This design comes from an exercise in tuning for small area, a short achievable clock period and few clock cycles per item on the open sky130 flow, not from production work.
Where RTL was checked, it was by simulation tests only, not by an equivalence proof against the original.
The RTL of runs 6 and 7 was laid out without a check of its function.
The flow treats the clock pin as an ideal source, which a real chip does not have.

### flow/flow/run.sh
#!/bin/bash
set -o pipefail
F=$(pwd)/flow
bash standard.sh SETUP_SLACK_MARGIN=7.0 "BUFFER_PORTS_ARGS=-buffer_cell sky130_fd_sc_hd__buf_1" \
  PRE_CTS_TCL=$F/pre_cts.tcl POST_GLOBAL_ROUTE_TCL=$F/post_grt.tcl finish > flow_make.log 2>&1
### flow/standard.sh
#!/bin/bash
# synth_recipe.tcl (not shown) runs the flow's synth.tcl, then flattens the netlist and writes it again
# the make line also repeats each setting of config.mk as NAME=value (left out here)
make -C /OpenROAD-flow-scripts/flow DESIGN_CONFIG=/design/flow/config.mk WORK_HOME=/design/flow/orfs CLKGATE_MAP_FILE= SYNTH_SCRIPT=/design/flow/synth_recipe.tcl "${@:-finish}"
### flow/design.v
`timescale 1ns/1ps
`default_nettype none
package xoodoo_pkg;
        localparam int STATE_W = 384;
        localparam int LANE_W = 32;
        localparam int NUM_ROUNDS = 12;
        localparam logic [NUM_ROUNDS*12-1:0] ROUND_CONSTANTS = {
                12'h012, 12'h1A0, 12'h0F0, 12'h380,
                12'h02C, 12'h060, 12'h014, 12'h120,
                12'h0D0, 12'h3C0, 12'h038, 12'h058
        };
endpackage
`default_nettype wire
`timescale 1ns/1ps
`default_nettype none
package cyclist_pkg;
        localparam int BLOCK_BYTES = 16;
        localparam logic [1:0] OP_INIT    = 2'd0;
        localparam logic [1:0] OP_ABSORB  = 2'd1;
        localparam logic [1:0] OP_SQUEEZE = 2'd2;
        localparam logic [7:0] CD_FIRST_ABSORB = 8'h01;
        localparam logic [7:0] PAD_BYTE = 8'h01;
endpackage
`default_nettype wire
`timescale 1ns/1ps
`default_nettype none
module xoodoo_round (
        input  logic [11:0]  rc,
        input  logic [383:0] state_in,
        output logic [383:0] state_out
);
        function automatic logic [31:0] rotl(input logic [31:0] a, input integer n);
                rotl = (a << n) | (a >> (32 - n));
        endfunction
        logic [3:0][31:0] e;
        logic [11:0][31:0] theta;
        logic [11:0][31:0] rho_w;
        logic [11:0][31:0] chi;
        logic [11:0][31:0] rho_e;
        xoodoo_theta_effect u_effect (
                .state_in (state_in),
                .effect   (e)
        );
        always_comb begin
                for (int i = 0; i < 12; i++) begin
                        theta[i] = state_in[32*i +: 32] ^ e[i % 4];
                end
                for (int x = 0; x < 4; x++) begin
                        rho_w[x]     = theta[x];
                        rho_w[4 + x] = theta[4 + (x + 3) % 4];
                        rho_w[8 + x] = rotl(theta[8 + x], 11);
                end
                rho_w[0] = theta[0] ^ {20'h0, rc};
                for (int x = 0; x < 4; x++) begin
                        chi[x]     = rho_w[x]     ^ (~rho_w[4 + x] & rho_w[8 + x]);
                        chi[4 + x] = rho_w[4 + x] ^ (~rho_w[8 + x] & rho_w[x]);
                        chi[8 + x] = rho_w[8 + x] ^ (~rho_w[x]     & rho_w[4 + x]);
                end
                for (int x = 0; x < 4; x++) begin
                        rho_e[x]     = chi[x];
                        rho_e[4 + x] = rotl(chi[4 + x], 1);
                        rho_e[8 + x] = rotl(chi[8 + (x + 2) % 4], 8);
                end
                for (int i = 0; i < 12; i++) begin
                        state_out[32*i +: 32] = rho_e[i];
                end
        end
endmodule
module xoodoo_theta_effect (
        input  logic [383:0]      state_in,
        output logic [3:0][31:0]  effect
);
        function automatic logic [31:0] rotl(input logic [31:0] a, input integer n);
                rotl = (a << n) | (a >> (32 - n));
        endfunction
        logic [3:0][31:0] p;
        always_comb begin
                for (int x = 0; x < 4; x++) begin
                        p[x] = state_in[32*x +: 32] ^ state_in[32*(x+4) +: 32] ^ state_in[32*(x+8) +: 32];
                end
                for (int x = 0; x < 4; x++) begin
                        effect[x] = rotl(p[(x + 3) % 4], 5) ^ rotl(p[(x + 3) % 4], 14);
                end
        end
endmodule
`default_nettype wire
`timescale 1ns/1ps
`default_nettype none
module xoodoo_permute #(
        parameter int ROUNDS_PER_CYCLE = 2,
        parameter int GRP_W            = 3
) (
        input  logic [GRP_W-1:0] grp,
        input  logic [383:0]     state_in,
        output logic [383:0]     state_out
);
        logic [ROUNDS_PER_CYCLE:0][383:0]  stage;
        logic [ROUNDS_PER_CYCLE-1:0][11:0] rc;
        assign stage[0] = state_in;
        for (genvar k = 0; k < ROUNDS_PER_CYCLE; k++) begin : g_round
                assign rc[k] = xoodoo_pkg::ROUND_CONSTANTS[12*(int'(grp) * ROUNDS_PER_CYCLE + k) +: 12];
                xoodoo_round u_round (
                        .rc        (rc[k]),
                        .state_in  (stage[k]),
                        .state_out (stage[k+1])
                );
        end
        assign state_out = stage[ROUNDS_PER_CYCLE];
endmodule
`default_nettype wire
`timescale 1ns/1ps
`default_nettype none
module cyclist_state (
        input  logic         eph1,
        input  logic         rst,
        input  logic         use_perm,
        input  logic         hold_state,
        input  logic         absorb,
        input  logic [127:0] block,
        input  logic         first,
        input  logic         capture_digest,
        input  logic         hold_digest,
        input  logic [383:0] perm_out,
        output logic [383:0] state,
        output logic [127:0] digest
);
        logic [383:0] base;
        logic [383:0] inj;
        logic [383:0] state_r;
        assign base = ({384{use_perm}} & perm_out) | ({384{hold_state}} & state_r);
        always_comb begin
                inj = '0;
                if (absorb) begin
                        inj[127:0]   = block;
                        inj[135:128] = cyclist_pkg::PAD_BYTE;
                        inj[383:376] = first ? cyclist_pkg::CD_FIRST_ABSORB : 8'h00;
                end
        end
        always_ff @(posedge eph1) begin
                state_r <= base ^ inj;
        end
        always_ff @(posedge eph1) begin
                digest <= ({128{capture_digest}} & base[127:0]) | ({128{hold_digest}} & digest);
        end
        assign state = state_r;
endmodule
`default_nettype wire
`timescale 1ns/1ps
`default_nettype none
module cyclist_ctrl #(
        parameter int NUM_GROUPS = 12,
        parameter int GRP_W      = 4
) (
        input  logic             eph1,
        input  logic             rst,
        input  logic             start,
        input  logic [1:0]       op,
        output logic             use_perm,
        output logic             hold_state,
        output logic             absorb,
        output logic             first,
        output logic             capture_digest,
        output logic             hold_digest,
        output logic [GRP_W-1:0] grp,
        output logic             pad_in,
        output logic             busy,
        output logic             done
);
        localparam logic [GRP_W-1:0] LAST = GRP_W'(NUM_GROUPS - 1);
        logic             run;
        logic [GRP_W-1:0] cnt;
        logic             sqp;
        logic             phase_up;
        logic             sq_ready;
        logic             sq_last;
        logic             run_n;
        logic [GRP_W-1:0] cnt_n;
        logic             sqp_n;
        logic             phase_up_n;
        logic             first_n;
        logic             busy_n;
        logic             done_n;
        logic accept;
        logic last;
        assign accept = start && !busy;
        assign last   = run && (cnt == LAST);
        assign grp    = cnt;
        assign pad_in = run && sqp && (cnt == '0);
        assign use_perm       = run;
        assign absorb         = accept && (op == cyclist_pkg::OP_ABSORB);
        assign capture_digest = !rst && ((start && sq_ready && (op == cyclist_pkg::OP_SQUEEZE)) || sq_last);
        assign hold_digest    = !rst && !((start && sq_ready && (op == cyclist_pkg::OP_SQUEEZE)) || sq_last);
        always_comb begin
                run_n      = run;
                cnt_n      = cnt;
                sqp_n      = sqp;
                phase_up_n = phase_up;
                first_n    = first;
                busy_n     = busy;
                done_n     = done;
                if (run && !last) begin
                        cnt_n = cnt + 1'b1;
                        if (!sqp && (cnt + 1'b1 == LAST)) begin
                                busy_n = 1'b0;
                                done_n = 1'b1;
                        end else begin
                                busy_n = 1'b1;
                                done_n = 1'b0;
                        end
                end else if (last && sqp) begin
                        run_n  = 1'b0;
                        sqp_n  = 1'b0;
                        busy_n = 1'b0;
                        done_n = 1'b1;
                end else begin
                        run_n  = 1'b0;
                        busy_n = 1'b0;
                        done_n = 1'b0;
                        if (accept) begin
                                case (op)
                                        cyclist_pkg::OP_INIT: begin
                                                phase_up_n = 1'b1;
                                                first_n    = 1'b1;
                                                done_n     = 1'b1;
                                        end
                                        cyclist_pkg::OP_ABSORB: begin
                                                phase_up_n = 1'b0;
                                                first_n    = 1'b0;
                                                run_n      = 1'b1;
                                                cnt_n      = '0;
                                                sqp_n      = 1'b0;
                                                busy_n     = (NUM_GROUPS > 1);
                                                done_n     = (NUM_GROUPS == 1);
                                        end
                                        cyclist_pkg::OP_SQUEEZE: begin
                                                phase_up_n = 1'b1;
                                                if (!phase_up) begin
                                                        done_n = 1'b1;
                                                end else begin
                                                        run_n  = 1'b1;
                                                        cnt_n  = '0;
                                                        sqp_n  = 1'b1;
                                                        busy_n = 1'b1;
                                                end
                                        end
                                        default: begin
                                                done_n = 1'b1;
                                        end
                                endcase
                        end
                end
        end
        always_ff @(posedge eph1) begin
                if (rst) begin
                        hold_state <= 1'b0;
                        run      <= 1'b0;
                        cnt      <= '0;
                        sqp      <= 1'b0;
                        phase_up <= 1'b1;
                        first    <= 1'b1;
                        busy     <= 1'b0;
                        done     <= 1'b0;
                        sq_ready <= 1'b0;
                        sq_last  <= 1'b0;
                end else begin
                        hold_state <= !run_n && !(accept && (op == cyclist_pkg::OP_INIT));
                        run      <= run_n;
                        cnt      <= cnt_n;
                        sqp      <= sqp_n;
                        phase_up <= phase_up_n;
                        first    <= first_n;
                        busy     <= busy_n;
                        done     <= done_n;
                        sq_ready <= !busy_n && !phase_up_n;
                        sq_last  <= run_n && sqp_n && (cnt_n == LAST);
                end
        end
endmodule
`default_nettype wire
`timescale 1ns/1ps
`default_nettype none
module xoodyak_hash_top #(
        parameter int ROUNDS_PER_CYCLE = 1
) (
        input  logic         eph1,
        input  logic         rst,
        input  logic         start,
        input  logic [129:0] cmd,
        output logic         busy,
        output logic         done,
        output logic [127:0] digest
);
        localparam int NUM_GROUPS = xoodoo_pkg::NUM_ROUNDS / ROUNDS_PER_CYCLE;
        localparam int GRP_W      = (NUM_GROUPS > 1) ? $clog2(NUM_GROUPS) : 1;
        logic             hold_state;
        logic             hold_digest;
        logic             use_perm;
        logic             absorb;
        logic             first;
        logic             capture_digest;
        logic [GRP_W-1:0] grp;
        logic             pad_in;
        logic [383:0] state;
        logic [383:0] perm_in;
        logic [383:0] perm_out;
        cyclist_ctrl #(
                .NUM_GROUPS (NUM_GROUPS),
                .GRP_W      (GRP_W)
        ) u_ctrl (
                .eph1           (eph1),
                .rst            (rst),
                .start          (start),
                .op             (cmd[129:128]),
                .use_perm       (use_perm),
                .hold_state     (hold_state),
                .absorb         (absorb),
                .first          (first),
                .capture_digest (capture_digest),
                .hold_digest    (hold_digest),
                .grp            (grp),
                .pad_in         (pad_in),
                .busy           (busy),
                .done           (done)
        );
        cyclist_state u_state (
                .eph1           (eph1),
                .rst            (rst),
                .use_perm       (use_perm),
                .hold_state     (hold_state),
                .absorb         (absorb),
                .block          (cmd[127:0]),
                .first          (first),
                .capture_digest (capture_digest),
                .hold_digest    (hold_digest),
                .perm_out       (perm_out),
                .state          (state),
                .digest         (digest)
        );
        assign perm_in = {state[383:1], state[0] ^ pad_in};
        xoodoo_permute #(
                .ROUNDS_PER_CYCLE (ROUNDS_PER_CYCLE),
                .GRP_W            (GRP_W)
        ) u_permute (
                .grp       (grp),
                .state_in  (perm_in),
                .state_out (perm_out)
        );
endmodule
`default_nettype wire
### flow/flow/keep_out_bufs.tcl
# Output port paths cannot reach the repair's setup margin (their delay is
# fixed by the output delay), so keep the repair from upsizing their buffers
# and rebuffering their nets; POST_GLOBAL_ROUTE releases them again.
proc my_out_buffers_dont_touch { flag } {
  set n 0
  foreach bterm [[ord::get_db_block] getBTerms] {
    if {[$bterm getIoType] != "OUTPUT"} { continue }
    set net [$bterm getNet]
    if {$net == "NULL"} { continue }
    foreach iterm [$net getITerms] {
      if {![$iterm isOutputSignal]} { continue }
      set inst [$iterm getInst]
      $inst setDoNotTouch $flag
      incr n
      foreach in_iterm [$inst getITerms] {
        if {[$in_iterm isInputSignal] && [$in_iterm getNet] != "NULL"} {
          [$in_iterm getNet] setDoNotTouch $flag
        }
      }
    }
  }
  puts "bench flow: dont_touch $flag on $n output buffers"
}
### flow/flow/post_grt.tcl
source [file join [file dirname [info script]] keep_out_bufs.tcl]
my_out_buffers_dont_touch 0
### flow/flow/pre_cts.tcl
source [file join [file dirname [info script]] keep_out_bufs.tcl]
my_out_buffers_dont_touch 1
### flow/constraint.sdc
create_clock -name core_clock -period 10.0 [get_ports {eph1}]
set_input_delay 2.0000 -clock core_clock [delete_from_list [all_inputs] [get_ports {eph1}]]
set_output_delay 2.0000 -clock core_clock [all_outputs]
set_load 0.01 [all_outputs]
### flow/config.mk
export PLATFORM = sky130hd
export DESIGN_NAME = xoodyak_hash_top
export DESIGN_NICKNAME = xoodyak_hash_top
export VERILOG_FILES = /design/flow/design.v
export SDC_FILE = /design/flow/constraint.sdc
export NUM_CORES = 4
export LEC_CHECK = 0
export CAP_MARGIN = 20
export CORE_MARGIN = 2
export CORE_UTILIZATION = 28
export CTS_CLUSTER_DIAMETER = 150
export CTS_CLUSTER_SIZE = 20
export PLACE_DENSITY = 0.5
export SLEW_MARGIN = 20
export SYNTH_HIERARCHICAL = 1
export SYNTH_MINIMUM_KEEP_SIZE = 0
==> impl_metrics.py, run 1 <==
metrics = {
    "outcome": {
        "outcome": "timing/DRC/antenna clean",
    },
    "synth": {
        "ys.flop_type": "dfxtp_1",
        "synth_edf_count": 0,
        "yosys_warnings": 10,
        "synth_cell_types": 55,
        "synth-seq-cells": 525,
        "synthesis.instances": 2955,
        "ys_seq_area_frac": 0.332,
        "synthTopCellsByCount": "xnor2_1, dfxtp_1, a22o_1",
        "synth_area_leaders": "dfxtp_1, xnor2_1, a22o_1, xnor3_2, nor2b_1",
        "synthArstFlopShare": 0,
        "synth_top_area_frac": 0.332,
        "syn_area_um2": 31600,
        "yosys.area.top_type": "dfxtp_1",
        "synth.most_common_cell": "xnor2_1",
        "syn_avg_cell_area_um2": 10.7,
    },
    "setup_path": {
        "endpoint_kind": "output pin",
        "critical_path_class": "register to output pin",
        "start_kind": "register",
        "slowest_stage": "dfxtp_2",
        "path_cells": "buf_1",
        "cp.arrival_ps": 1240,
        "worstPathRequired_ps": 8000,
        "critical-path-top-delay-family": "flip-flops",
        "critPathMaxStageDelay_ps": 340,
        "cp_num_buf_inv": 1,
        "crit_fanout": 2,
    },
    "floorplanning": {
        "die_y_um": 340,
        "coreArea_um2": 112000,
        "fp.dieW_um": 340,
        "num_rows": 123,
        "die-area_um2": 116000,
        "pin_count": 263,
        "initial_core_util": 0.282,
    },
    "grt": {
        "antenna_found_initial": 10,
        "grt_pass1_wl_mm": 190,
        "grt_max_degree": 167,
        "grt_pass1_vias": 22300,
        "grt.overflow.total": 0,
        "grt_use_total": 0.237,
    },
    "sta": {
        "slew_headroom": 0.323,
        "setup_tns_ps": 0,
        "hold_ws_ps": 478,
        "setup_violations": 0,
        "drv_slew": 0,
        "hold_violations": 0,
        "fmax_mhz": 309,
        "fin_worst_skew_ps": 22.6,
        "finalCritPeriodShare": 0.324,
        "worst_pin_slew_ps": 1010,
        "min_period_ps": 3240,
    },
    "detailed_routing": {
        "wl_per_cell_um": 30.4,
        "wirelength_mm": 142,
        "first_pass_iters": 5,
        "drc_errors": 0,
        "drtIter0Drc": 2000,
        "vias_per_cell": 4.94,
        "drtAntennaViolNets": 0,
        "num_vias": 23100,
    },
    "final_layout": {
        "num-fill-cells": 11600,
        "stdcell_count": 4672,
        "drive_gt1_frac": 0.151,
        "syn2layout_area_growth_pct": 14.8,
        "layout.nets": 3318,
    },
    "clocking": {
        "clk_pin_slew_ps": 90,
        "cts_hold_buf": 0,
        "postCtsSetupRepairBufs": 16,
        "cts_tree": "yes",
        "clkSinkCount": 525,
        "ctsResizeCount": 231,
        "numCtsBuffers": 30,
        "clkLatencyLatePin_ps": 670,
    },
    "place": {
        "gp_congestion": 1.03,
        "place_hpwl_mm": 114,
        "numPortBuffers": 262,
        "placed_cells": 4605,
    },
    "job": {
        "cap_violations": 0,
    },
    "min_path": {
        "hold_class": "register to register",
    },
}
==> layout make-up <==
cell class,count,area [um^2],area share
Clock inverter,2,20.0,0.000551
Timing Repair Buffer,310,1530,0.0420
Tap cell,1500,1880,0.0517
Inverter,13,75.1,0.00207
Clock buffer,32,779,0.0215
Antenna cell,1,2.50,0.0000689
Multi-Input combinational cell,2289,21300,0.588
Sequential cell,525,10700,0.295
==> per-layer routing <==
| layer | track usage | part of all wire | vias up |
|---|---|---|---|
| li1 | - | - | 10400 |
| met1 | 0.312 | 0.42 | 11600 |
| met2 | 0.380 | 0.45 | 849 |
| met3 | 0.0366 | 0.065 | 220 |
| met4 | 0.114 | 0.060 | 10 |
| met5 | 0 | 0.00046 | - |
==> cell usage in the layout, fill, tap and decap left out, types with 4 or more instances in the layout <==
cell | synthesis | layout
xor2_1 | 167 | 109
buf_1 | 1 | 259
dfxtp_2 | 0 | 129
xor2_2 | 0 | 55
buf_4 | 10 | 33
and2_4 | 0 | 6
ha_4 | 0 | 4
nor2_2 | 13 | 13
clkbuf_16 | 0 | 32
inv_1 | 13 | 8
xnor2_2 | 0 | 38
a22o_1 | 508 | 508
dfxtp_4 | 0 | 9
ha_1 | 16 | 12
nor2_1 | 11 | 9
xnor2_1 | 848 | 806
xnor3_2 | 107 | 107
nor2b_1 | 362 | 359
o21ai_0 | 4 | 4
dfxtp_1 | 525 | 387
xnor2_4 | 0 | 4
xnor3_1 | 33 | 33
buf_12 | 0 | 8
mux2i_1 | 4 | 4
nand2_1 | 149 | 148
a21oi_1 | 8 | 8
==> modules after synthesis, one instance, submodules excluded, excerpt <==
module	flops+latches	cells inside
cyclist_state	512	1413
xoodyak_hash_top	0	1
xoodoo_round	0	1152
xoodoo_theta_effect	0	256
==> state kept, by name (all words and copies together) (netlist names) <==
register           count
u_ctrl.phase_up        1
u_ctrl.run             1
u_ctrl.sq_last         1
u_ctrl.cnt             4
u_state.digest       128
u_state.state_r      384
u_ctrl.hold_state      1
u_ctrl.sqp             1
u_ctrl.first           1
u_ctrl.sq_ready        1
u_ctrl.done            1
u_ctrl.busy            1
==> through the flow <==
step                area [um^2]  setup slack, ps  utilization
floorplan                 32000             6910            -
global placement          34000             5260        0.303
detailed placement        34000             5230        0.303
CTS                       35900             6730        0.319
finish                    36300             6760        0.323
==> logic make-up (layout without fill, tap and decap cells) <==
logic type      Yosys count  after routing  synth area share
fa+ha+maj                16             16           0.00633
mux                       4              4           0.00127
xor+xnor               1155           1155             0.385
flops                   525            525             0.332
buf+inv                 147            357            0.0250
simple gates            560            564            0.0998
other cells               1              4          0.000119
compound gates          547            547             0.150
==> path summary, 6_finish.rpt <==
path | cells past startpoint | start | to | slack, ps
min reg2reg | 1 | u_state.digest[95] | u_state.digest[95] | 480
min | 1 | u_state.digest[95] | u_state.digest[95] | 480
max | 1 | u_state.digest[91] | digest[91] | 6760
max reg2reg | 6 | u_state.state_r[48] | u_state.state_r[262] | 6920
Testbench counts, summed over its fixed seeds: cycles 37,489, blocks 2,884.
==> run 2: changes to the inputs <==
--- a/flow/config.mk
+++ b/flow/config.mk
@@ -10,3 +10,2 @@
 export CORE_UTILIZATION = 28
-export CTS_CLUSTER_DIAMETER = 150
 export CTS_CLUSTER_SIZE = 20
==> run 2 against run 1 <==
Largest cell class unchanged. Cell count up 2.1%. Sequential cell count is the same. Critical endpoint unchanged. Still clean on timing, DRC and antenna. Register-to-register slack barely moved. Cell area rose by 4.5%.
==> impl_metrics.py, run 2 <==
metrics = {
    "final_layout": {
        "reg.largest.list": "u_state.state_r x384, u_state.digest x128, u_ctrl.cnt x4",
        "syn2layout_area_growth_pct": 20.0,
        "top_register": "u_state.state_r",
        "layout.nets": 3364,
        "final_cell_mix": "xnor2_1, a22o_1, dfxtp_1",
        "drive_gt1_frac": 0.172,
        "largest_reg_flops": 384,
        "layout_commonest_cell": "xnor2_1",
    },
    "clocking": {
        "cts_tree": "yes",
        "clkLatencyLatePin_ps": 660,
        "postCtsSetupRepairBufs": 20,
        "clk_pin_slew_ps": 60,
        "numCtsBuffers": 67,
        "clkSinkCount": 525,
        "cts_hold_buf": 0,
        "ctsResizeCount": 240,
    },
    "grt": {
        "grt_use_total": 0.241,
        "grt_max_degree": 167,
        "grtUsageMet2": 0.383,
        "grt.overflow.total": 0,
        "busiest_layer": "met2",
        "antenna_found_initial": 8,
        "grt_pass1_vias": 22700,
        "grtUsageMet3": 0.0410,
        "grt_use_met1": 0.311,
        "grt_pass1_wl_mm": 192,
    },
    "setup_path": {
        "slowest_stage": "dfxtp_2",
        "reg2reg_depth": 6,
        "endpoint_kind": "output pin",
        "critical_path_class": "register to output pin",
        "critPathMaxStageDelay_ps": 320,
        "start_kind": "register",
        "crit_fanout": 2,
        "critical-path-top-delay-family": "flip-flops",
        "cp.arrival_ps": 1190,
        "path_cells": "buf_1",
        "cp_num_buf_inv": 1,
        "worstPathRequired_ps": 8000,
        "crit_cells": 1,
    },
    "sta": {
        "finalCritPeriodShare": 0.319,
        "min_period_ps": 3190,
        "hold_violations": 0,
        "slew_headroom": 0.343,
        "worst_pin_slew_ps": 979,
        "fmax_mhz": 314,
        "drv_slew": 0,
        "setup_violations": 0,
        "setup_tns_ps": 0,
        "fin_worst_skew_ps": 50.5,
    },
    "place": {
        "place_hpwl_mm": 114,
        "numPortBuffers": 262,
        "gp_congestion": 1.03,
    },
    "job": {
        "cap_violations": 0,
    },
    "detailed_routing": {
        "num_vias": 23500,
        "drc_errors": 0,
        "drtAntennaViolNets": 0,
        "drtIter0Drc": 2283,
        "wl_per_cell_um": 30.3,
        "wirelength_mm": 144,
        "first_pass_iters": 5,
        "vias_per_cell": 4.93,
    },
    "floorplanning": {
        "die-area_um2": 116000,
        "pin_count": 263,
        "coreArea_um2": 112000,
        "num_rows": 123,
        "fp.dieW_um": 340,
        "die_y_um": 340,
        "initial_core_util": 0.282,
    },
    "synth": {
        "yosys_warnings": 10,
        "synth.most_common_cell": "xnor2_1",
        "yosys.area.top_type": "dfxtp_1",
        "syn_area_um2": 31600,
        "synthesis.instances": 2955,
        "synth_cell_types": 55,
        "ys_seq_area_frac": 0.332,
        "synth_top_area_frac": 0.332,
        "ys.flop_type": "dfxtp_1",
        "synthArstFlopShare": 0,
        "synth_edf_count": 0,
        "synth_area_leaders": "dfxtp_1, xnor2_1, a22o_1, xnor3_2, nor2b_1",
        "synthTopCellsByCount": "xnor2_1, dfxtp_1, a22o_1",
        "syn_avg_cell_area_um2": 10.7,
        "synth-seq-cells": 525,
    },
    "min_path": {
        "min_delay_path_depth": 2,
        "hold_class": "register to register",
    },
    "outcome": {
        "outcome": "timing/DRC/antenna clean",
    },
}
[run 2: final cells by class]
class,instances,area (um^2)
inverters,13,75.1
fillers,11500,74400
flip-flops and latches,525,10700
multi-input cells,2291,21300
well taps,1500,1880
clock buffers,92,1930
diodes,2,5.00
repair buffers,317,1640
clock inverters,29,394
[run 2: tightest hold or removal path, cell delays in order, from the launching register on]
cell and delay (ps):
dfxtp_2 320, nand2_1 50, o21ai_0 60
[run 2: path summary, 6_finish.rpt]
path | from | slack (ps) | end
worst min-delay path | u_state.digest[127] | 470 | u_state.digest[127]
worst min register to register | u_state.digest[127] | 470 | u_state.digest[127]
worst max-delay path | u_state.digest[91] | 6810 | digest[91]
worst max register to register | u_state.state_r[129] | 6910 | u_state.state_r[270]
[run 2: Yosys stat by module, one instance, submodules excluded, a selection]
module               flip-flops and latches  area [um^2]  times used  cells inside
xoodyak_hash_top                          0         8.76           1             1
xoodoo_theta_effect                       0         4120           1           256
xoodoo_round                              0         9280           1          1152
cyclist_state                           512        17100           1          1413
[run 2: stage by stage]
stage | hold slack, ps | utilization | instances | setup WS (ps) | instance area, um^2
finish | 467 | 0.338 | 4769 | 6810 | 38000
CTS | 471 | 0.334 | 4752 | 6780 | 37500
floorplan | 464 | - | 2957 | 6910 | 32000
detailed placement | 470 | 0.303 | 4605 | 5230 | 34000
global placement | 462 | 0.303 | 4605 | 5260 | 34000
[run 2: per-layer routing]
layer | vias up | share of wire | wire length [um]
li1 | 10600 | - | -
met1 | 11800 | 0.41 | 59800
met2 | 912 | 0.45 | 64400
met3 | 248 | 0.075 | 10800
met4 | 12 | 0.064 | 9220
met5 | - | 0.00051 | 74
[run 2: logic make-up (layout without fill, tap and decap cells)]
logic type                 count (synthesis)  count (layout)  synth area share
and+or+nand+nor                          560             566            0.0998
xor gates and xnor gates                1155            1155             0.385
adders and majority gates                 16              16           0.00633
AOI/OAI and AO/OA                        547             547             0.150
muxes                                      4               4           0.00127
other                                      1               5          0.000119
buffers and inverters                    147             451            0.0250
DFF                                      525             525             0.332
==> run 3: changes to the inputs <==
--- a/flow/config.mk
+++ b/flow/config.mk
@@ -10,3 +10,4 @@
 export CORE_UTILIZATION = 28
-export CTS_CLUSTER_SIZE = 20
+export CTS_CLUSTER_DIAMETER = 100
+export CTS_CLUSTER_SIZE = 16
 export PLACE_DENSITY = 0.5
==> run 3 against run 2 <==
Still clean on timing, DRC and antenna. Sequential share of layout area is 1.1 points higher. First-iteration DRC count is 7.7% lower. Routed wire length is 1.1% lower. Via count is 1.5% lower. Synthesized cell count stayed put. Fmax hardly changed. Die area stayed put. Critical endpoint unchanged. Highest routed layer unchanged.
==> impl_metrics.py, run 3 <==
metrics = {
    "outcome": {
        "outcome": "timing/DRC/antenna clean",
    },
    "setup_path": {
        "rrSetupSlack_ps": 6890,
        "cp_num_buf_inv": 1,
        "regToRegEndpoint": "u_state.state_r[274]",
        "start_kind": "register",
        "critical_path_class": "register to output pin",
        "crit_start": "u_state.digest[91]",
        "slowest_stage": "dfxtp_2",
        "timing.rr.start": "u_state.state_r[284]",
        "cp.arrival_ps": 1190,
        "reg2reg_depth": 6,
        "path_cells": "buf_1",
        "worstPathRequired_ps": 8000,
        "critical-path-top-delay-family": "flip-flops",
        "crit_cells": 1,
        "endpoint_kind": "output pin",
        "crit_fanout": 2,
        "cp-endpoint": "digest[91]",
        "critPathMaxStageDelay_ps": 330,
    },
    "synth": {
        "synthesis.instances": 2955,
        "synthArstFlopShare": 0,
        "ys_seq_area_frac": 0.332,
        "synth_top_area_frac": 0.332,
        "synthTopCellsByCount": "xnor2_1, dfxtp_1, a22o_1",
        "syn_avg_cell_area_um2": 10.7,
        "synth_edf_count": 0,
        "synth_cell_types": 55,
        "synth-seq-cells": 525,
        "ys.flop_type": "dfxtp_1",
        "yosys_warnings": 10,
        "synth_area_leaders": "dfxtp_1, xnor2_1, a22o_1, xnor3_2, nor2b_1",
        "yosys.area.top_type": "dfxtp_1",
        "synth.most_common_cell": "xnor2_1",
        "syn_area_um2": 31600,
    },
    "detailed_routing": {
        "wirelength_mm": 143,
        "drtIter0Drc": 2108,
        "first_pass_iters": 5,
        "drc_errors": 0,
        "num_vias": 23200,
        "wl_per_cell_um": 30.5,
        "drtAntennaViolNets": 0,
        "vias_per_cell": 4.95,
    },
    "grt": {
        "grt_pass1_wl_mm": 190,
        "grt.overflow.total": 0,
        "antenna_found_initial": 7,
        "grt_use_total": 0.238,
        "grt_max_degree": 167,
        "grt_pass1_vias": 22400,
    },
    "clocking": {
        "cts_hold_buf": 0,
        "numCtsBuffers": 40,
        "clkSinkCount": 525,
        "postCtsSetupRepairBufs": 13,
        "clk_pin_slew_ps": 80,
        "clkLatencyLatePin_ps": 650,
        "ctsResizeCount": 235,
        "cts_tree": "yes",
    },
    "floorplanning": {
        "fp.dieW_um": 340,
        "initial_core_util": 0.282,
        "die-area_um2": 116000,
        "die_y_um": 340,
        "pin_count": 263,
        "coreArea_um2": 112000,
        "num_rows": 123,
    },
    "final_layout": {
        "drive_gt1_frac": 0.150,
        "multi_input_area_um2": 21300,
        "top_register": "u_state.state_r",
        "stdcell_area_um2": 36500,
        "reg.largest.list": "u_state.state_r x384, u_state.digest x128, u_ctrl.cnt x4",
        "layout_commonest_cell": "xnor2_1",
        "syn2layout_area_growth_pct": 15.4,
        "layout.nets": 3321,
        "final_cell_mix": "xnor2_1, a22o_1, dfxtp_1",
        "num-fill-cells": 11600,
        "num_antenna_cells": 0,
        "regArea_um2": 10700,
        "largest_reg_flops": 384,
    },
    "sta": {
        "worst_pin_slew_ps": 992,
        "setup_tns_ps": 0,
        "setup_violations": 0,
        "fmax_mhz": 313,
        "min_period_ps": 3190,
        "hold_ws_ps": 469,
        "slew_headroom": 0.338,
        "drv_slew": 0,
        "finalCritPeriodShare": 0.319,
        "fin_worst_skew_ps": 48.7,
        "hold_violations": 0,
    },
    "place": {
        "placed_area_um2": 34000,
        "gp_congestion": 1.03,
        "numPortBuffers": 262,
        "place_hpwl_mm": 114,
    },
    "job": {
        "cap_violations": 0,
    },
    "min_path": {
        "hold_class": "register to register",
    },
}
run 3: Yosys stat by module (local to each module, per instance), a selection:
| module | area (um^2) | flip-flops and latches | cells | copies in the design |
|---|---|---|---|---|
| cyclist_state | 17100 | 512 | 1413 | 1 |
| xoodyak_hash_top | 8.76 | 0 | 1 | 1 |
| xoodoo_theta_effect | 4120 | 0 | 256 | 1 |
| xoodoo_round | 9280 | 0 | 1152 | 1 |
run 3: kinds of logic after synthesis:
kind of cell | count (synthesis) | share of synthesized area
AO/OA/AOI/OAI | 547 | 0.150
XOR/XNOR | 1155 | 0.385
flip-flops | 525 | 0.332
buffers and inverters | 147 | 0.0250
adder cells (fa/ha/maj) | 16 | 0.00633
other | 1 | 0.000119
AND/OR/NAND/NOR | 560 | 0.0998
multiplexers | 4 | 0.00127
run 3: cell type report:
type	instances	area share
multi-input combinational	2290	0.582
clock buffer	45	0.0288
clock inverter	7	0.00223
sequential	525	0.293
timing repair buffer	302	0.0399
inverter	13	0.00199
tap	1500	0.0514
run 3: worst min path at each step:
stage | from | endpoint | slack [ps] | depth (start not counted)
after floorplan | u_ctrl.first | u_state.state_r[376] | 460 | 2
after global placement | u_state.digest[127] | u_state.digest[127] | 460 | 2
after detailed placement | u_state.digest[13] | u_state.digest[13] | 470 | 1
after CTS | u_state.digest[94] | u_state.digest[94] | 470 | 1
final | u_state.digest[127] | u_state.digest[127] | 470 | 2
run 3: metal layers:
layer | track usage | vias to the layer above | routed length (um)
met5 | 0 | - | 52
met4 | 0.115 | 8 | 8350
met3 | 0.0394 | 203 | 9390
met2 | 0.382 | 821 | 64600
met1 | 0.312 | 11700 | 60400
li1 | - | 10400 | -
run 3: metrics by stage:
stage          worst slack [ps]  cells   util
6_report                   6810   4682  0.325
4_1_cts                    6780   4675  0.322
3_5_place_dp               5230   4605  0.303
2_1_floorplan              6910   2957      -
3_3_place_gp               5260   4605  0.303
==> run 4: changes to the inputs <==
--- a/flow/config.mk
+++ b/flow/config.mk
@@ -9,6 +9,6 @@
 export CORE_MARGIN = 2
-export CORE_UTILIZATION = 28
+export CORE_UTILIZATION = 40
 export CTS_CLUSTER_DIAMETER = 100
 export CTS_CLUSTER_SIZE = 16
-export PLACE_DENSITY = 0.5
+export PLACE_DENSITY = 0.6
 export SLEW_MARGIN = 20
==> run 4 against run 3 <==
Utilization rose by 13 points. Worst setup slack improved by 32 ps. Register-to-register slack got worse by 50 ps. Cell area fell by 1.9%. Fmax rose by 1.0%. Global-route usage rose by 6.9 points. Cell count fell by 9.4%. Die area fell by 30%. Critical endpoint is now u_state.state_r[274].
==> impl_metrics.py, run 4 <==
metrics = {
    "synth": {
        "synthesis.instances": 2955,
        "ys_seq_area_frac": 0.332,
        "synth_area_leaders": "dfxtp_1, xnor2_1, a22o_1, xnor3_2, nor2b_1",
        "synth_top_family_by_area": "XOR/XNOR gates",
        "synth_cell_types": 55,
        "synth_xor_area_frac": 0.385,
        "syn_avg_cell_area_um2": 10.7,
        "synth-seq-cells": 525,
        "synthMuxAreaShare": 0.00127,
        "ys.flop_type": "dfxtp_1",
        "synthAdderAreaFrac": 0.00633,
        "synth_compound_area_frac": 0.150,
        "synth_top_area_frac": 0.332,
        "yosys.area.top_type": "dfxtp_1",
        "synthArstFlopShare": 0,
        "synth_edf_count": 0,
        "syn_area_um2": 31600,
        "synth.most_common_cell": "xnor2_1",
        "synth-simple-area-share": 0.0998,
        "yosys_warnings": 10,
        "synthTopCellsByCount": "xnor2_1, dfxtp_1, a22o_1",
    },
    "grt": {
        "grt_use_total": 0.307,
        "grt_max_degree": 175,
        "grt_pass1_wl_mm": 174,
        "grt_pass1_vias": 22000,
        "antenna_found_initial": 1,
        "grt.overflow.total": 0,
    },
    "sta": {
        "setup_violations": 0,
        "worst_pin_slew_ps": 1060,
        "fin_worst_skew_ps": 30.2,
        "drv_slew": 0,
        "setup_tns_ps": 0,
        "min_period_ps": 3160,
        "finalCritPeriodShare": 0.316,
        "fmax_mhz": 316,
        "slew_headroom": 0.292,
        "hold_violations": 0,
    },
    "setup_path": {
        "timing.rr.start": "u_state.state_r[284]",
        "rrSetupSlack_ps": 6840,
        "crit_fanout": 3,
        "path_cells": "xnor3_2 -> xor2_1 -> xnor2_1 -> nor2b_1 -> xnor2_1 -> a22o_1",
        "critPathMaxStageDelay_ps": 680,
        "cp.arrival_ps": 3710,
        "slowest_stage": "dfxtp_1",
        "critical_path_class": "register to register",
        "critical-path-top-delay-family": "XOR/XNOR gates",
        "crit_path_frequent_cell": "xnor2_1",
        "worstPathRequired_ps": 10540,
        "cp_num_buf_inv": 0,
        "endpoint_kind": "register",
        "start_kind": "register",
        "regToRegEndpoint": "u_state.state_r[274]",
        "reg2reg_depth": 6,
    },
    "min_path": {
        "hold_class": "register to register",
        "min_delay_path_depth": 1,
        "hold_path_end": "u_state.digest[83]",
        "hold_start": "u_state.digest[83]",
    },
    "clocking": {
        "clkSinkCount": 525,
        "cts_hold_buf": 0,
        "cts_tree": "yes",
        "numCtsBuffers": 39,
        "postCtsSetupRepairBufs": 15,
        "ctsResizeCount": 196,
        "clk_pin_slew_ps": 80,
        "clkLatencyLatePin_ps": 600,
    },
    "place": {
        "gp_congestion": 1.03,
        "numPortBuffers": 262,
        "place_hpwl_mm": 102,
    },
    "detailed_routing": {
        "num_vias": 23500,
        "drc_errors": 0,
        "vias_per_cell": 5.54,
        "drtIter0Drc": 2545,
        "first_pass_iters": 5,
        "wl_per_cell_um": 31.1,
        "wirelength_mm": 132,
        "drtAntennaViolNets": 0,
    },
    "floorplanning": {
        "coreArea_um2": 78600,
        "die_y_um": 285,
        "initial_core_util": 0.402,
        "fp.dieW_um": 285,
        "pin_count": 263,
        "num_rows": 103,
        "die-area_um2": 81400,
    },
    "final_layout": {
        "utilization": 0.456,
        "regArea_um2": 10700,
        "final_cell_mix": "xnor2_1, a22o_1, dfxtp_1",
        "drive_gt1_frac": 0.141,
        "layout.nets": 3330,
        "layout_commonest_cell": "xnor2_1",
        "multi_input_area_um2": 21000,
        "syn2layout_area_growth_pct": 13.2,
        "largest_reg_flops": 384,
        "reg.largest.list": "u_state.state_r x384, u_state.digest x128, u_ctrl.cnt x4",
        "top_register": "u_state.state_r",
        "num-fill-cells": 7559,
    },
    "outcome": {
        "outcome": "timing/DRC/antenna clean",
    },
    "job": {
        "cap_violations": 0,
    },
}
==> run 4: cell counts after synthesis <==
No cell type changed its count.
==> run 4: how the worst max path moves through the flow <==
stage	startpoint	to	slack, ps	cells past startpoint
CTS	u_ctrl.busy	busy	6830	1
floorplan	cmd[128]	u_ctrl.sq_last	6910	6
detailed placement	cmd[128]	u_state.digest[5]	5200	7
global placement	cmd[128]	u_state.digest[4]	5260	7
finish	u_state.state_r[284]	u_state.state_r[274]	6840	6
==> run 4: Yosys stat by module, one instance, submodules excluded, excerpt <==
module	cells inside	area (um^2)	flops+latches
xoodoo_round	1152	9280	0
cyclist_state	1413	17100	512
xoodoo_theta_effect	256	4120	0
xoodyak_hash_top	1	8.76	0
==> run 4: cell families (layout without fill, tap and decap cells) <==
logic type / count (synthesis) / in the layout
AO/OA/AOI/OAI: 547 / 547
XOR/XNOR: 1155 / 1155
adder cells (fa/ha/maj): 16 / 16
buffers and inverters: 147 / 372
flip-flops: 525 / 525
multiplexers: 4 / 4
other: 1 / 5
AND/OR/NAND/NOR: 560 / 566
==> run 4: stage by stage <==
step	setup WS (ps)	instance area, um^2	hold WS [ps]	cells
floorplan	6910	32000	464	2957
global placement	5260	33500	467	4154
detailed placement	5200	33500	469	4154
CTS	6830	35300	474	4223
finish	6840	35800	473	4240
==> run 4: layout make-up <==
| class | instances | area share |
|---|---|---|
| multi-input cells | 2291 | 0.587 |
| flip-flops and latches | 525 | 0.299 |
| repair buffers | 311 | 0.0458 |
| well taps | 1050 | 0.0367 |
| clock buffers | 44 | 0.0290 |
| inverters | 13 | 0.00196 |
| clock inverters | 4 | 0.000664 |
| diodes | 2 | 0.000140 |
==> run 4: layer usage <==
metal  share of wire  vias up  GRT usage  wire, um
li1                -    10500          -         -
met1            0.41    11600      0.404     54000
met2            0.43     1143      0.476     56900
met3           0.084      275     0.0502     11100
met4           0.074        0      0.182      9790
met5               0        -          0         0
==> run 5: changes to the inputs <==
==> flow/flow/run.sh (replaced) <==
#!/bin/bash
set -o pipefail
F=$(pwd)/flow
bash standard.sh SETUP_SLACK_MARGIN=6.9 "BUFFER_PORTS_ARGS=-buffer_cell sky130_fd_sc_hd__buf_1" \
  PRE_CTS_TCL=$F/pre_cts.tcl POST_GLOBAL_ROUTE_TCL=$F/post_grt.tcl finish > flow_make.log 2>&1
--- a/flow/config.mk
+++ b/flow/config.mk
@@ -9,6 +9,6 @@
 export CORE_MARGIN = 2
-export CORE_UTILIZATION = 40
+export CORE_UTILIZATION = 28
 export CTS_CLUSTER_DIAMETER = 100
 export CTS_CLUSTER_SIZE = 16
-export PLACE_DENSITY = 0.6
+export PLACE_DENSITY = 0.5
 export SLEW_MARGIN = 20
==> run 5 against run 4 <==
Cell count up 10%. Worst setup slack worse by 44 ps. Via count down 2.0%.
==> impl_metrics.py, run 5 <==
metrics = {
    "outcome": {
        "outcome": "timing/DRC/antenna clean",
    },
    "sta": {
        "worst_slack_ps": 6800,
        "worst_pin_slew_ps": 1070,
        "hold_ws_ps": 472,
        "drv_slew": 0,
        "fin_worst_skew_ps": 27.4,
        "min_period_ps": 3200,
        "setup_violations": 0,
        "finalCritPeriodShare": 0.320,
        "fmax_mhz": 312,
        "hold_violations": 0,
        "slew_headroom": 0.281,
        "setup_tns_ps": 0,
    },
    "final_layout": {
        "reg.largest.list": "u_state.state_r x384, u_state.digest x128, u_ctrl.cnt x4",
        "stdcell_count": 4675,
        "layout.nets": 3316,
        "syn2layout_area_growth_pct": 13.8,
        "drive_gt1_frac": 0.130,
        "top_register": "u_state.state_r",
        "layout_commonest_cell": "xnor2_1",
        "utilization": 0.321,
        "final_cell_mix": "xnor2_1, a22o_1, dfxtp_1",
        "largest_reg_flops": 384,
    },
    "synth": {
        "synth.most_common_cell": "xnor2_1",
        "synthTopCellsByCount": "xnor2_1, dfxtp_1, a22o_1",
        "synth_area_leaders": "dfxtp_1, xnor2_1, a22o_1, xnor3_2, nor2b_1",
        "synth-seq-cells": 525,
        "ys_seq_area_frac": 0.332,
        "synth_edf_count": 0,
        "syn_avg_cell_area_um2": 10.7,
        "synthArstFlopShare": 0,
        "synth_cell_types": 55,
        "yosys.area.top_type": "dfxtp_1",
        "ys.flop_type": "dfxtp_1",
        "syn_area_um2": 31600,
        "yosys_warnings": 10,
        "synth_top_area_frac": 0.332,
        "synthesis.instances": 2955,
    },
    "clocking": {
        "clkLatencyLatePin_ps": 620,
        "ctsResizeCount": 175,
        "numCtsBuffers": 40,
        "cts_tree": "yes",
        "cts_hold_buf": 0,
        "clkSinkCount": 525,
        "clk_pin_slew_ps": 90,
        "postCtsSetupRepairBufs": 9,
    },
    "grt": {
        "grt.overflow.total": 0,
        "antenna_found_initial": 4,
        "grt_pass1_wl_mm": 185,
        "grt_max_degree": 161,
        "grt_pass1_vias": 22000,
        "grt_use_total": 0.231,
    },
    "place": {
        "placed_cells": 4604,
        "numPortBuffers": 262,
        "gp_congestion": 1.01,
        "dpl_worst_slack_ps": 5280,
        "place_hpwl_mm": 111,
    },
    "detailed_routing": {
        "vias_per_cell": 4.92,
        "first_pass_iters": 5,
        "wl_per_cell_um": 29.6,
        "drtIter0Drc": 2439,
        "wirelength_mm": 138,
        "drtAntennaViolNets": 0,
        "num_vias": 23000,
        "drc_errors": 0,
    },
    "min_path": {
        "hold_class": "register to register",
    },
    "floorplanning": {
        "pin_count": 263,
        "coreArea_um2": 112000,
        "die-area_um2": 116000,
        "num_rows": 123,
        "die_y_um": 340,
        "initial_core_util": 0.282,
        "fp.dieW_um": 340,
    },
    "setup_path": {
        "path_cells": "buf_1",
        "start_kind": "register",
        "critPathMaxStageDelay_ps": 410,
        "worstPathRequired_ps": 8000,
        "cp.arrival_ps": 1200,
        "cp_num_buf_inv": 1,
        "crit_fanout": 2,
        "endpoint_kind": "output pin",
        "critical-path-top-delay-family": "flip-flops",
        "critical_path_class": "register to output pin",
        "slowest_stage": "dfxtp_4",
    },
    "job": {
        "cap_violations": 0,
    },
}
run 5: cell count changes in the layout (fill, tap and decap cells not counted), sizes merged:
cell	before	now
inv	13	15
and2	11	7
clkinv	3	1
buf	306	294
diode	2	1
bufbuf	1	3
run 5: cell type report:
type	count	area, um^2
inverter	13	60.1
clock inverter	4	36.3
fill	11700	76300
timing repair buffer	300	1490
multi-input combinational	2287	20800
sequential	525	10700
antenna	1	2.50
tap	1500	1880
clock buffer	45	1070
run 5: per-stage QoR:
stage | area (um^2)
after detailed placement | 34000
final | 36000
after floorplan | 31800
after global placement | 34000
after CTS | 35800
run 5: final timing paths:
check | from | endpoint | slack, ps | cells after the start
max | u_state.digest[69] | digest[69] | 6800 | 1
min | u_state.digest[127] | u_state.digest[127] | 470 | 2
max reg2reg | u_state.state_r[348] | u_state.state_r[329] | 6800 | 6
min reg2reg | u_state.digest[127] | u_state.digest[127] | 470 | 2
run 5: logic make-up (layout without fill, tap and decap cells):
group / Yosys count / count (layout) / share of synthesized area
fa+ha+maj: 16 / 16 / 0.00633
simple gates: 560 / 562 / 0.0998
xor+xnor: 1155 / 1155 / 0.385
compound gates: 547 / 547 / 0.150
flops: 525 / 525 / 0.332
mux: 4 / 4 / 0.00127
other cells: 1 / 4 / 0.000119
buf+inv: 147 / 362 / 0.0250
run 5: layer usage:
metal	track usage	vias to the layer above	routed length [um]
met2	0.345	1003	58500
li1	-	10500	-
met1	0.324	11400	60800
met3	0.0442	171	12000
met5	0	-	0
met4	0.0985	0	6780
run 5: modules after synthesis (local to each module, per instance), excerpt:
module	flops+latches	cells inside
cyclist_state	512	1413
xoodoo_round	0	1152
xoodoo_theta_effect	0	256
xoodyak_hash_top	0	1
==> run 6: changes to the inputs <==
--- a/flow/design.v
+++ b/flow/design.v
@@ -174,3 +174,6 @@
         logic             sq_ready;
+        logic             hold_r;
         logic             sq_last;
+        logic             up_ready;
+        logic             spec;
         logic             run_n;
@@ -186,8 +189,12 @@
         assign last   = run && (cnt == LAST);
-        assign grp    = cnt;
-        assign pad_in = run && sqp && (cnt == '0);
-        assign use_perm       = run;
+        assign grp    = run ? cnt : '0;
+        assign pad_in = (!run && phase_up) || (run && sqp && (cnt == '0));
+        assign spec   = start && up_ready && (op == cyclist_pkg::OP_SQUEEZE);
+        assign use_perm       = run || spec;
+        assign hold_state     = hold_r && !spec;
         assign absorb         = accept && (op == cyclist_pkg::OP_ABSORB);
-        assign capture_digest = !rst && ((start && sq_ready && (op == cyclist_pkg::OP_SQUEEZE)) || sq_last);
-        assign hold_digest    = !rst && !((start && sq_ready && (op == cyclist_pkg::OP_SQUEEZE)) || sq_last);
+        assign capture_digest = !rst && ((start && sq_ready && (op == cyclist_pkg::OP_SQUEEZE)) || sq_last ||
+                                         (spec && (NUM_GROUPS == 1)));
+        assign hold_digest    = !rst && !((start && sq_ready && (op == cyclist_pkg::OP_SQUEEZE)) || sq_last ||
+                                          (spec && (NUM_GROUPS == 1)));
         always_comb begin
@@ -238,2 +245,8 @@
                                                         done_n = 1'b1;
+                                                end else if (up_ready) begin
+                                                        run_n  = (NUM_GROUPS > 1);
+                                                        cnt_n  = GRP_W'(1);
+                                                        sqp_n  = (NUM_GROUPS > 1);
+                                                        busy_n = (NUM_GROUPS > 1);
+                                                        done_n = (NUM_GROUPS == 1);
                                                 end else begin
@@ -254,3 +267,4 @@
                 if (rst) begin
-                        hold_state <= 1'b0;
+                        hold_r   <= 1'b0;
+                        up_ready <= 1'b0;
                         run      <= 1'b0;
@@ -265,3 +279,4 @@
                 end else begin
-                        hold_state <= !run_n && !(accept && (op == cyclist_pkg::OP_INIT));
+                        hold_r   <= !run_n && !(accept && (op == cyclist_pkg::OP_INIT));
+                        up_ready <= !busy_n && phase_up_n && !run_n && !(accept && (op == cyclist_pkg::OP_INIT));
                         run      <= run_n;
==> flow/flow/run.sh (replaced) <==
#!/bin/bash
set -o pipefail
F=$(pwd)/flow
bash standard.sh SETUP_SLACK_MARGIN=7.0 "BUFFER_PORTS_ARGS=-buffer_cell sky130_fd_sc_hd__buf_1" \
  PRE_CTS_TCL=$F/pre_cts.tcl POST_GLOBAL_ROUTE_TCL=$F/post_grt.tcl finish > flow_make.log 2>&1
--- a/flow/config.mk
+++ b/flow/config.mk
@@ -10,4 +10,3 @@
 export CORE_UTILIZATION = 28
-export CTS_CLUSTER_DIAMETER = 100
-export CTS_CLUSTER_SIZE = 16
+export CTS_CLUSTER_SIZE = 20
 export PLACE_DENSITY = 0.5
==> run 6 against run 5 <==
Register-to-register slack gained 60 ps. Sequential cell count grew 1. Sequential share of layout area shrank 2.5 points. Critical path type unchanged. Critical path depth is the same. Hold slack lost 15 ps. Worst setup slack lost 0.97 ps. Utilization grew 3.0 points. Still clean on timing, DRC and antenna. Clock skew grew 14 ps.
==> impl_metrics.py, run 6 <==
metrics = {
    "outcome": {
        "outcome": "timing/DRC/antenna clean",
    },
    "final_layout": {
        "stdcell_count": 4821,
        "layout_commonest_cell": "xnor2_1",
        "top_register": "u_state.state_r",
        "num-fill-cells": 11500,
        "reg.largest.list": "u_state.state_r x384, u_state.digest x128, u_ctrl.cnt x4",
        "largest_reg_flops": 384,
        "syn2layout_area_growth_pct": 24.3,
        "drive_gt1_frac": 0.189,
        "layout.nets": 3416,
        "final_cell_mix": "xnor2_1, a22o_1, dfxtp_1",
    },
    "sta": {
        "drv_slew": 0,
        "min_period_ps": 3210,
        "fmax_mhz": 312,
        "finalCritPeriodShare": 0.321,
        "setup_tns_ps": 0,
        "fin_worst_skew_ps": 41.1,
        "worst_pin_slew_ps": 1130,
        "worst_slack_ps": 6790,
        "setup_violations": 0,
        "hold_violations": 0,
        "slew_headroom": 0.242,
    },
    "clocking": {
        "cts_tree": "yes",
        "clkLatencyLatePin_ps": 660,
        "ctsResizeCount": 308,
        "numCtsBuffers": 68,
        "cts_hold_buf": 0,
        "clk_pin_slew_ps": 60,
        "clkSinkCount": 526,
        "postCtsSetupRepairBufs": 26,
    },
    "place": {
        "dpl_worst_slack_ps": 4400,
        "place_hpwl_mm": 115,
        "gp_congestion": 1.02,
        "placed_cells": 4621,
        "numPortBuffers": 262,
    },
    "setup_path": {
        "cp_num_buf_inv": 1,
        "cp.arrival_ps": 1210,
        "crit_fanout": 2,
        "path_cells": "buf_1",
        "start_kind": "register",
        "worstPathRequired_ps": 8000,
        "slowest_stage": "dfxtp_4",
        "critPathMaxStageDelay_ps": 400,
        "critical-path-top-delay-family": "flip-flops",
        "endpoint_kind": "output pin",
        "critical_path_class": "register to output pin",
    },
    "floorplanning": {
        "die-area_um2": 116000,
        "fp.dieW_um": 340,
        "initial_core_util": 0.282,
        "num_rows": 123,
        "pin_count": 263,
        "coreArea_um2": 112000,
        "die_y_um": 340,
    },
    "grt": {
        "grt_use_total": 0.254,
        "grt_max_degree": 74,
        "grt_pass1_wl_mm": 201,
        "grt_pass1_vias": 23400,
        "antenna_found_initial": 4,
        "grt.overflow.total": 0,
    },
    "synth": {
        "synth-seq-cells": 526,
        "synthTopCellsByCount": "xnor2_1, dfxtp_1, a22o_1",
        "synth_cell_types": 51,
        "synth_area_leaders": "dfxtp_1, xnor2_1, a22o_1, xnor3_2, nor2b_1",
        "yosys.area.top_type": "dfxtp_1",
        "synth_top_area_frac": 0.332,
        "synthArstFlopShare": 0,
        "synth.most_common_cell": "xnor2_1",
        "syn_area_um2": 31700,
        "synthesis.instances": 2972,
        "synth_edf_count": 0,
        "syn_avg_cell_area_um2": 10.7,
        "ys.flop_type": "dfxtp_1",
        "ys_seq_area_frac": 0.332,
        "yosys_warnings": 10,
    },
    "detailed_routing": {
        "drtAntennaViolNets": 0,
        "vias_per_cell": 5.02,
        "first_pass_iters": 7,
        "num_vias": 24200,
        "drc_errors": 0,
        "drtIter0Drc": 2281,
        "wirelength_mm": 152,
        "wl_per_cell_um": 31.6,
    },
    "job": {
        "cap_violations": 0,
    },
    "min_path": {
        "hold_class": "register to register",
    },
}
[run 6: changes by cell type after synthesis, sizes merged, moves of 2 or more]
| cell | before | now |
|---|---|---|
| nand2b | 3 | 6 |
| a21oi | 8 | 10 |
| nand3 | 3 | 7 |
| and2 | 5 | 8 |
| a31oi | 2 | 4 |
| clkbuf | 38 | 40 |
| a41o | 0 | 2 |
| o221ai | 0 | 2 |
| nor2b | 363 | 366 |
[run 6: final cells by class]
type	count	area (um^2)	area share
flip-flops and latches	526	10700	0.272
clock buffers	95	1970	0.0499
diodes	1	2.50	0.0000635
inverters	14	81.3	0.00206
multi-input cells	2304	21700	0.550
well taps	1500	1880	0.0476
repair buffers	354	2720	0.0690
clock inverters	27	378	0.00959
[run 6: metal layers]
layer  track usage  wire (um)  share of wire
met5             0          0              0
met4         0.143       9410          0.062
met3        0.0534      12100          0.079
met2         0.381      65600           0.43
met1         0.338      65100           0.43
[run 6: Yosys stat by module, one instance, submodules excluded, a selection]
module	cells inside	area, um^2
cyclist_state	1413	17100
xoodoo_round	1152	9280
xoodoo_theta_effect	256	4120
xoodyak_hash_top	1	8.76
[run 6: logic make-up after synthesis]
logic type / after synthesis / synth area share
XOR/XNOR: 1156 / 0.385
AND/OR/NAND/NOR: 573 / 0.102
AO/OA/AOI/OAI: 548 / 0.149
flip-flops: 526 / 0.332
buffers and inverters: 149 / 0.0250
adder cells (fa/ha/maj): 15 / 0.00592
multiplexers: 4 / 0.00126
other: 1 / 0.000118
[run 6: final timing paths]
check | slack [ps] | to | cells after the start | startpoint
setup / recovery | 6790 | digest[27] | 1 | u_state.digest[27]
hold / removal | 460 | u_state.digest[127] | 2 | u_state.digest[127]
setup reg to reg | 6860 | u_state.digest[81] | 7 | u_state.state_r[140]
hold reg to reg | 460 | u_state.digest[127] | 2 | u_state.digest[127]
[run 6: metrics by stage]
step                      instance area, um^2  hold WS [ps]   util
after floorplan                         32100           460      -
after global placement                  34100           458  0.303
after detailed placement                34100           460  0.303
after CTS                               38500           462  0.343
final                                   39400           456  0.351
==> run 7: changes to the inputs <==
--- a/flow/config.mk
+++ b/flow/config.mk
@@ -10,3 +10,4 @@
 export CORE_UTILIZATION = 28
-export CTS_CLUSTER_SIZE = 20
+export CTS_CLUSTER_DIAMETER = 100
+export CTS_CLUSTER_SIZE = 16
 export PLACE_DENSITY = 0.5
==> run 7 against run 6 <==
Clock skew rose by 3.9 ps. Register-to-register slack improved by 60 ps. Hold slack gained 1.5 ps. Worst setup slack better by 0.60 ps. Global-route usage is 0.23 points higher. Count of clock-buffer cells in the layout decreased by 48. Highest routed layer is now met5.
==> impl_metrics.py, run 7 <==
metrics = {
    "grt": {
        "grt_pass1_vias": 23100,
        "grt_use_total": 0.256,
        "grt_max_degree": 75,
        "grt.overflow.total": 0,
        "grt_pass1_wl_mm": 203,
        "antenna_found_initial": 6,
    },
    "sta": {
        "slew_headroom": 0.331,
        "setup_violations": 0,
        "fmax_mhz": 312,
        "setup_tns_ps": 0,
        "drv_slew": 0,
        "finalCritPeriodShare": 0.320,
        "worst_pin_slew_ps": 996,
        "hold_ws_ps": 458,
        "hold_violations": 0,
        "fin_worst_skew_ps": 45.0,
        "min_period_ps": 3200,
    },
    "detailed_routing": {
        "wl_per_cell_um": 32.4,
        "num_vias": 24200,
        "drtIter0Drc": 2556,
        "vias_per_cell": 5.08,
        "wirelength_mm": 154,
        "drc_errors": 0,
        "drtAntennaViolNets": 0,
        "first_pass_iters": 7,
    },
    "synth": {
        "synthesis.instances": 2972,
        "synthAdderAreaFrac": 0.00592,
        "synth_edf_count": 0,
        "synth.most_common_cell": "xnor2_1",
        "synthMuxAreaShare": 0.00126,
        "synthArstFlopShare": 0,
        "yosys.area.top_type": "dfxtp_1",
        "synth_xor_area_frac": 0.385,
        "ys.flop_type": "dfxtp_1",
        "synth_top_area_frac": 0.332,
        "synth_cell_types": 51,
        "synth_compound_area_frac": 0.149,
        "syn_area_um2": 31700,
        "synthTopCellsByCount": "xnor2_1, dfxtp_1, a22o_1",
        "synth-seq-cells": 526,
        "ys_seq_area_frac": 0.332,
        "synth_area_leaders": "dfxtp_1, xnor2_1, a22o_1, xnor3_2, nor2b_1",
        "yosys_warnings": 10,
        "synth-simple-area-share": 0.102,
        "synth_top_family_by_area": "XOR/XNOR gates",
        "syn_avg_cell_area_um2": 10.7,
    },
    "setup_path": {
        "crit_cells": 1,
        "cp.arrival_ps": 1200,
        "endpoint_kind": "output pin",
        "critPathMaxStageDelay_ps": 340,
        "crit_fanout": 2,
        "timing.rr.start": "u_state.state_r[49]",
        "worstPathRequired_ps": 8000,
        "cp_num_buf_inv": 1,
        "critical-path-top-delay-family": "flip-flops",
        "slowest_stage": "dfxtp_2",
        "start_kind": "register",
        "path_cells": "buf_1",
        "crit_start": "u_state.digest[5]",
        "critical_path_class": "register to output pin",
        "reg2reg_depth": 6,
    },
    "place": {
        "numPortBuffers": 262,
        "placed_cells": 4621,
        "place_hpwl_mm": 115,
        "placed_area_um2": 34100,
        "gp_congestion": 1.02,
    },
    "floorplanning": {
        "num_rows": 123,
        "pin_count": 263,
        "initial_core_util": 0.282,
        "die-area_um2": 116000,
        "die_y_um": 340,
        "coreArea_um2": 112000,
        "fp.dieW_um": 340,
    },
    "min_path": {
        "hold_class": "register to register",
        "hold_start": "u_state.digest[127]",
        "min_delay_path_depth": 2,
    },
    "final_layout": {
        "largest_reg_flops": 384,
        "layout_commonest_cell": "xnor2_1",
        "stdcell_area_um2": 38400,
        "layout.nets": 3399,
        "final_cell_mix": "xnor2_1, a22o_1, dfxtp_1",
        "stdcell_count": 4766,
        "reg.largest.list": "u_state.state_r x384, u_state.digest x128, u_ctrl.cnt x4",
        "top_register": "u_state.state_r",
        "utilization": 0.342,
        "drive_gt1_frac": 0.177,
        "syn2layout_area_growth_pct": 21.2,
    },
    "clocking": {
        "clkLatencyLatePin_ps": 650,
        "ctsResizeCount": 306,
        "numCtsBuffers": 43,
        "postCtsSetupRepairBufs": 28,
        "clkSinkCount": 526,
        "cts_tree": "yes",
        "clk_pin_slew_ps": 80,
        "cts_hold_buf": 0,
    },
    "outcome": {
        "outcome": "timing/DRC/antenna clean",
    },
    "job": {
        "cap_violations": 0,
    },
}
## run 7: cell count changes in the layout (fill, tap and decap cells not counted), sizes merged
| cell | delta |
|---|---|
| buf | +5 |
| bufinv | -7 |
| clkbuf | -47 |
| bufbuf | +2 |
| clkinv | -10 |
| clkinvlp | +2 |
| diode | +1 |
| inv | -1 |
## run 7: per-module statistics from Yosys (local to each module, per instance), excerpt
module               cells inside  flops+latches  times used
cyclist_state                1413            512           1
xoodoo_theta_effect           256              0           1
xoodyak_hash_top                1              0           1
xoodoo_round                 1152              0           1
## run 7: path summary, 6_finish.rpt
path / endpoint / slack [ps]
worst max register to register: u_state.state_r[295] / 6920
worst min register to register: u_state.digest[127] / 460
worst max-delay path: digest[5] / 6800
worst min-delay path: u_state.digest[127] / 460
## run 7: metrics by stage
step	setup slack [ps]
2_1_floorplan	6730
3_3_place_gp	4500
3_5_place_dp	4400
4_1_cts	6730
6_report	6800
## run 7: cell families after synthesis
kind of cell	after synthesis
flops	526
xor+xnor	1156
buf+inv	149
mux	4
compound gates	548
fa+ha+maj	15
other cells	1
simple gates	573
## run 7: final cells by class
type	instances	area (um^2)
Tap cell	1500	1880
Fill cell	11600	73900
Antenna cell	2	5.00
Sequential cell	526	10700
Clock inverter	11	130
Clock buffer	47	1140
Multi-Input combinational cell	2304	21600
Timing Repair Buffer	362	2870
Inverter	14	81.3
## run 7: metal layers
layer | vias to the layer above | wire length (um) | GRT usage
met5 | - | 35 | 0
met4 | 6 | 9130 | 0.124
met3 | 241 | 11800 | 0.0425
met2 | 1057 | 66500 | 0.389
met1 | 12200 | 66800 | 0.352
li1 | 10700 | - | -

==> afterwards: timing with drivers on the ports <==
Ports are ideal in the flow. The routed layouts listed here were re-timed in OpenROAD. Step 1 assumes that a clkbuf_16 drives the clock port and a buf_2 every other input. Step 2, shift: input delay + t, output delay - t, t = (earliest + latest rising clock arrival at the registers) / 2. This alone moves slack from input paths to output paths. Three values: no drivers, after step 1, after step 2; two values: the first two.
run	shift t [ns]	setup WS [ns]	latest minus earliest clock arrival (ns)	cell pins on the clock port's net
run 1	0.730	6.765 / 6.696 / 6.374	0.023 / 0.023	1
run 2	0.705	6.810 / 6.743 / 6.347	0.051 / 0.051	1
run 3	0.697	6.808 / 6.736 / 6.390	0.050 / 0.050	1
run 4	0.654	6.839 / 6.776 / 6.406	0.030 / 0.030	1
run 5	0.679	6.796 / 6.722 / 6.326	0.028 / 0.028	1
run 6	0.716	6.795 / 6.718 / 6.231	0.042 / 0.042	1
run 7	0.709	6.796 / 6.718 / 6.299	0.046 / 0.045	1
After both steps setup and hold are still met in every run listed. The setup slack of run 6, which loses most, moves by -0.077 ns with the drivers and by -0.564 ns with both steps.
